This is an optimization exercise on Yosys and OpenROAD, whose aim is a short achievable clock period and few clock cycles per item, not a production implementation. Where RTL was checked, it was by simulation tests only, not by an equivalence proof against the original.

Setup of rev 12:
==> flow/design.v <==
`default_nettype none
package be_isa_pkg;
  localparam int ARCH_IDX_W = $clog2(8);
  typedef enum logic [2:0]
  {
    OP_ADD  = 3'd0,
    OP_SUB  = 3'd1,
    OP_AND  = 3'd2,
    OP_OR   = 3'd3,
    OP_XOR  = 3'd4,
    OP_ADDI = 3'd5,
    OP_BEQ  = 3'd6,
    OP_BNE  = 3'd7
  } be_op_e;
  typedef struct packed {
    logic [2:0]               op;
    logic [ARCH_IDX_W-1:0]    rd;
    logic [ARCH_IDX_W-1:0]    rs1;
    logic [ARCH_IDX_W-1:0]    rs2;
    logic [15:0]              imm;
    logic [32-1:0] pc;
    logic                     writes_rd;
  } decoded_instr_t;
endpackage
`default_nettype wire
`timescale 1ns/1ps
`default_nettype none
module be_top
(
  input  wire logic                  clk_i,
  input  wire logic                  rst_n_i,
  input  wire logic [2:0]            decoded_op_i,
  input  wire logic [2:0]            decoded_rd_i,
  input  wire logic [2:0]            decoded_rs1_i,
  input  wire logic [2:0]            decoded_rs2_i,
  input  wire logic [15:0]           decoded_imm_i,
  input  wire logic [31:0]           decoded_pc_i,
  input  wire logic                  decoded_writes_rd_i,
  input  wire logic                  decoded_v_i,
  output logic                       rename_decode_ready_o,
  output logic                       be_fe_mispredict_o,
  output logic [31:0]                be_fe_redirected_pc_o,
  output logic                       commit_v_o,
  output logic [2:0]                 commit_rd_o,
  output logic                       commit_writes_o,
  output logic [31:0]                commit_data_o,
  output logic [31:0]                commit_pc_o
);
  logic [31:0] arf_q [8];
  logic        e_v_q;
  logic [2:0]  e_rd_q;
  logic        e_wr_q;
  logic [31:0] e_pc_q;
  logic [15:0] e_imm_q;
  logic [31:0] e_a_q;
  logic [31:0] e_b_q;       
  logic        e_arith_q;   
  logic        e_sub_q;
  logic        e_and_q;
  logic        e_or_q;
  logic        e_xor_q;
  logic        e_beq_q;
  logic        e_bne_q;
  logic        c_v_q;
  logic        c_mp_q;      
  logic        c_rdy_q;     
  logic [2:0]  c_rd_q;
  logic        c_wr_q;
  logic [31:0] c_data_q;
  logic [31:0] c_pc_q;
  logic [31:0] c_target_q;
  logic        fire;
  logic        e_go;
  logic        fwd1;
  logic        fwd2;
  logic        is_addi;
  logic        is_sub;
  logic [31:0] rd1;
  logic [31:0] rd2;
  logic [31:0] imm_in;
  logic [31:0] imm_ext;
  logic [31:0] carry;
  logic [31:0] pg;
  logic [31:0] lres;
  logic [31:0] res0;        
  logic [31:0] res1;        
  logic [31:0] res;
  logic [31:0] a0;
  logic [31:0] a1;
  logic [31:0] b0;
  logic [31:0] b1;
  logic [31:0] bo;
  logic [7:0]  we;
  logic        taken;
  assign rename_decode_ready_o = c_rdy_q;
  assign fire = decoded_v_i && c_rdy_q;
  assign is_addi = (decoded_op_i == be_isa_pkg::OP_ADDI);
  assign is_sub  = (decoded_op_i == be_isa_pkg::OP_SUB);
  assign imm_in  = {{16{decoded_imm_i[15]}}, decoded_imm_i};
  assign fwd1    = e_v_q && e_wr_q && (e_rd_q == decoded_rs1_i);
  assign fwd2    = e_v_q && e_wr_q && (e_rd_q == decoded_rs2_i) && !is_addi;
  assign rd1     = arf_q[decoded_rs1_i];
  assign rd2     = arf_q[decoded_rs2_i];
  function automatic logic [31:0] ks_carry(input logic [31:0] x, input logic [31:0] y,
                                           input logic cin);
    logic [31:0] g;
    logic [31:0] p;
    logic [31:0] gn;
    logic [31:0] pn;
    g  = x & y;
    p  = x | y;
    g[0] = g[0] | (p[0] & cin);
    for (int d = 1; d < 32; d = d * 2)
    begin
      gn = g;
      pn = p;
      for (int i = d; i < 32; i++)
      begin
        gn[i] = g[i] | (p[i] & g[i-d]);
        pn[i] = p[i] & p[i-d];
      end
      g = gn;
      p = pn;
    end
    ks_carry = {g[30:0], cin};
  endfunction
  assign carry = ks_carry(e_a_q, e_b_q, e_sub_q);
  assign pg    = e_a_q ^ e_b_q;
  assign lres  = ({32{e_and_q}} & (e_a_q & e_b_q))
               | ({32{e_or_q}}  & (e_a_q | e_b_q))
               | ({32{e_xor_q}} & pg);
  assign res0  = e_arith_q ? pg  : lres;
  assign res1  = e_arith_q ? ~pg : lres;
  assign res   = (carry & res1) | (~carry & res0);
  assign bo    = is_addi ? imm_in : rd2;
  assign a0    = fwd1 ? res0 : rd1;
  assign a1    = fwd1 ? res1 : rd1;
  assign b0    = (fwd2 ? res0 : bo) ^ {32{is_sub}};
  assign b1    = (fwd2 ? res1 : bo) ^ {32{is_sub}};
  assign taken = (e_beq_q && (e_a_q == e_b_q)) || (e_bne_q && (e_a_q != e_b_q));
  assign e_go = e_v_q && c_rdy_q;
  always_comb
    for (int i = 0; i < 8; i++)
      we[i] = e_go && e_wr_q && (e_rd_q == 3'(i));
  always_ff @(posedge clk_i or negedge rst_n_i)
  begin
    if (!rst_n_i)
    begin
      e_v_q  <= 1'b0;
      c_v_q  <= 1'b0;
      c_mp_q <= 1'b0;
      c_rdy_q <= 1'b1;
      for (int i = 0; i < 8; i++)
        arf_q[i] <= '0;
    end
    else
    begin
      e_v_q  <= fire;
      c_v_q  <= e_go;
      c_mp_q <= e_go && taken;
      c_rdy_q <= !(e_go && taken);
      for (int i = 0; i < 8; i++)
        if (we[i])
          arf_q[i] <= res;
    end
  end
  always_ff @(posedge clk_i)
  begin
    e_rd_q    <= decoded_rd_i;
    e_wr_q    <= decoded_writes_rd_i;
    e_pc_q    <= decoded_pc_i;
    e_imm_q   <= decoded_imm_i;
    e_a_q     <= (carry & a1) | (~carry & a0);
    e_b_q     <= (carry & b1) | (~carry & b0);
    e_arith_q <= (decoded_op_i == be_isa_pkg::OP_ADD) || (decoded_op_i == be_isa_pkg::OP_SUB)
              || (decoded_op_i == be_isa_pkg::OP_ADDI) || (decoded_op_i == be_isa_pkg::OP_BEQ)
              || (decoded_op_i == be_isa_pkg::OP_BNE);
    e_sub_q   <= is_sub;
    e_and_q   <= (decoded_op_i == be_isa_pkg::OP_AND);
    e_or_q    <= (decoded_op_i == be_isa_pkg::OP_OR);
    e_xor_q   <= (decoded_op_i == be_isa_pkg::OP_XOR);
    e_beq_q   <= (decoded_op_i == be_isa_pkg::OP_BEQ);
    e_bne_q   <= (decoded_op_i == be_isa_pkg::OP_BNE);
    c_rd_q     <= e_rd_q;
    c_wr_q     <= e_wr_q;
    c_data_q   <= res;
    c_pc_q     <= e_pc_q;
    c_target_q <= e_pc_q + imm_ext;
  end
  assign imm_ext = {{16{e_imm_q[15]}}, e_imm_q};
  assign be_fe_mispredict_o    = c_mp_q;
  assign be_fe_redirected_pc_o = c_target_q;
  assign commit_v_o            = c_v_q;
  assign commit_rd_o           = c_rd_q;
  assign commit_writes_o       = c_wr_q;
  assign commit_data_o         = c_data_q;
  assign commit_pc_o           = c_pc_q;
endmodule
`default_nettype wire
export LEC_CHECK = 0
export ABC_CLOCK_PERIOD_IN_PS = 2000
export CAP_MARGIN = 20
export CORE_MARGIN = 2
export CORE_UTILIZATION = 40
export SETUP_SLACK_MARGIN = 5
export SLEW_MARGIN = 20
create_clock -name core_clock -period 8.0 [get_ports {clk_i}]
standard.sh (not shown) runs the stock make flow with config.mk's settings and CLKGATE_MAP_FILE= SYNTH_SCRIPT=/design/flow/synth_recipe.tcl, a recipe that flattens the netlist after the stock synthesis.
==> flow/flow/run.sh <==
#!/bin/bash
set -euo pipefail
cd "$(dirname "$0")/.."
bash standard.sh ADDER_MAP_FILE= SETUP_SLACK_MARGIN=5.5 finish > make.log 2>&1
Rev 12 finished all stages; the layout is clean.
Modified inputs, rev 13 compared to rev 12
-- flow/design.v --
<<< rev 12, line 63
  logic        e_bne_q;
  logic        c_v_q;
  logic        c_mp_q;      
  logic        c_rdy_q;     
  logic [2:0]  c_rd_q;
  logic        c_wr_q;
>>> rev 13, line 63
  logic        e_bne_q;
  logic        c_v_q;
  logic        c_mp_q;
  logic [2:0]  c_rd_q;
  logic        c_wr_q;
<<< rev 12, line 93
  logic [7:0]  we;
  logic        taken;
  assign rename_decode_ready_o = c_rdy_q;
  assign fire = decoded_v_i && c_rdy_q;
  assign is_addi = (decoded_op_i == be_isa_pkg::OP_ADDI);
  assign is_sub  = (decoded_op_i == be_isa_pkg::OP_SUB);
>>> rev 13, line 92
  logic [7:0]  we;
  logic        taken;
  assign rename_decode_ready_o = !c_mp_q;
  assign fire = decoded_v_i && !c_mp_q;
  assign is_addi = (decoded_op_i == be_isa_pkg::OP_ADDI);
  assign is_sub  = (decoded_op_i == be_isa_pkg::OP_SUB);
<<< rev 12, line 139
  assign b1    = (fwd2 ? res1 : bo) ^ {32{is_sub}};
  assign taken = (e_beq_q && (e_a_q == e_b_q)) || (e_bne_q && (e_a_q != e_b_q));
  assign e_go = e_v_q && c_rdy_q;
  always_comb
    for (int i = 0; i < 8; i++)
>>> rev 13, line 138
  assign b1    = (fwd2 ? res1 : bo) ^ {32{is_sub}};
  assign taken = (e_beq_q && (e_a_q == e_b_q)) || (e_bne_q && (e_a_q != e_b_q));
  assign e_go = e_v_q && !c_mp_q;
  always_comb
    for (int i = 0; i < 8; i++)
<<< rev 12, line 150
      c_v_q  <= 1'b0;
      c_mp_q <= 1'b0;
      c_rdy_q <= 1'b1;
      for (int i = 0; i < 8; i++)
        arf_q[i] <= '0;
>>> rev 13, line 149
      c_v_q  <= 1'b0;
      c_mp_q <= 1'b0;
      for (int i = 0; i < 8; i++)
        arf_q[i] <= '0;
<<< rev 12, line 159
      c_v_q  <= e_go;
      c_mp_q <= e_go && taken;
      c_rdy_q <= !(e_go && taken);
      for (int i = 0; i < 8; i++)
        if (we[i])
>>> rev 13, line 157
      c_v_q  <= e_go;
      c_mp_q <= e_go && taken;
      for (int i = 0; i < 8; i++)
        if (we[i])
The area taken by flip-flops and latches of rev 12 and that of rev 13 are within noise of each other. Compared with rev 12, rev 13 shows number of inverters outside the clock class in the layout that has gone down by a few percent. On length of routed wiring on met1, the lower figure sits with rev 12, not rev 13. The global router's overall resource usage of rev 13 exceeds that of rev 12 by 0.34 points. Going from rev 12 to rev 13, number of clock buffer instances in the layout grew by more than 10%. Comparing rev 13 and rev 12, fraction of the core area covered by cells at the end of the flow is lower on rev 12. Looking only at synthesized cell count, and setting everything else aside, the lower value of rev 13 and rev 12 goes to rev 13.
Testbench counts of rev 13, summed over its fixed seeds: cycles 4,300, items 3,536.
Only the layout flow was run in rev 12; the RTL was not checked for function there.

-- what the ideal ports hide --
How much do the figures lean on ideal ports? The routed layouts below were timed once more, with nothing changed but the port constraints.
Step 1, drivers: a clkbuf_16 drives clk_i and a buf_2 each remaining input, both assumed.
Step 2, shift: input delay + t, output delay - t, t = (earliest + latest rising clock arrival at the registers) / 2. This alone moves slack from input paths to output paths.
Three values: ideal, step 1, step 2; two values: the first two.
| run | t (ns) | setup slack, ns | hold slack, ns | worst setup path after step 2 | worst slew at a driven data input, ns |
|---|---|---|---|---|---|
| rev 12 | 0.676 | 5.055 / 5.016 / 4.340 | 0.361 / 0.361 / 0.361 | input to register | 0.22 |
| rev 13 | 0.669 | 5.075 / 5.016 / 4.372 | 0.369 / 0.369 / 0.369 | input to register | 0.20 |
After both steps setup and hold are still met in every run listed. The setup slack of rev 12, which loses most, moves by -0.039 ns with the drivers and by -0.715 ns with both steps.
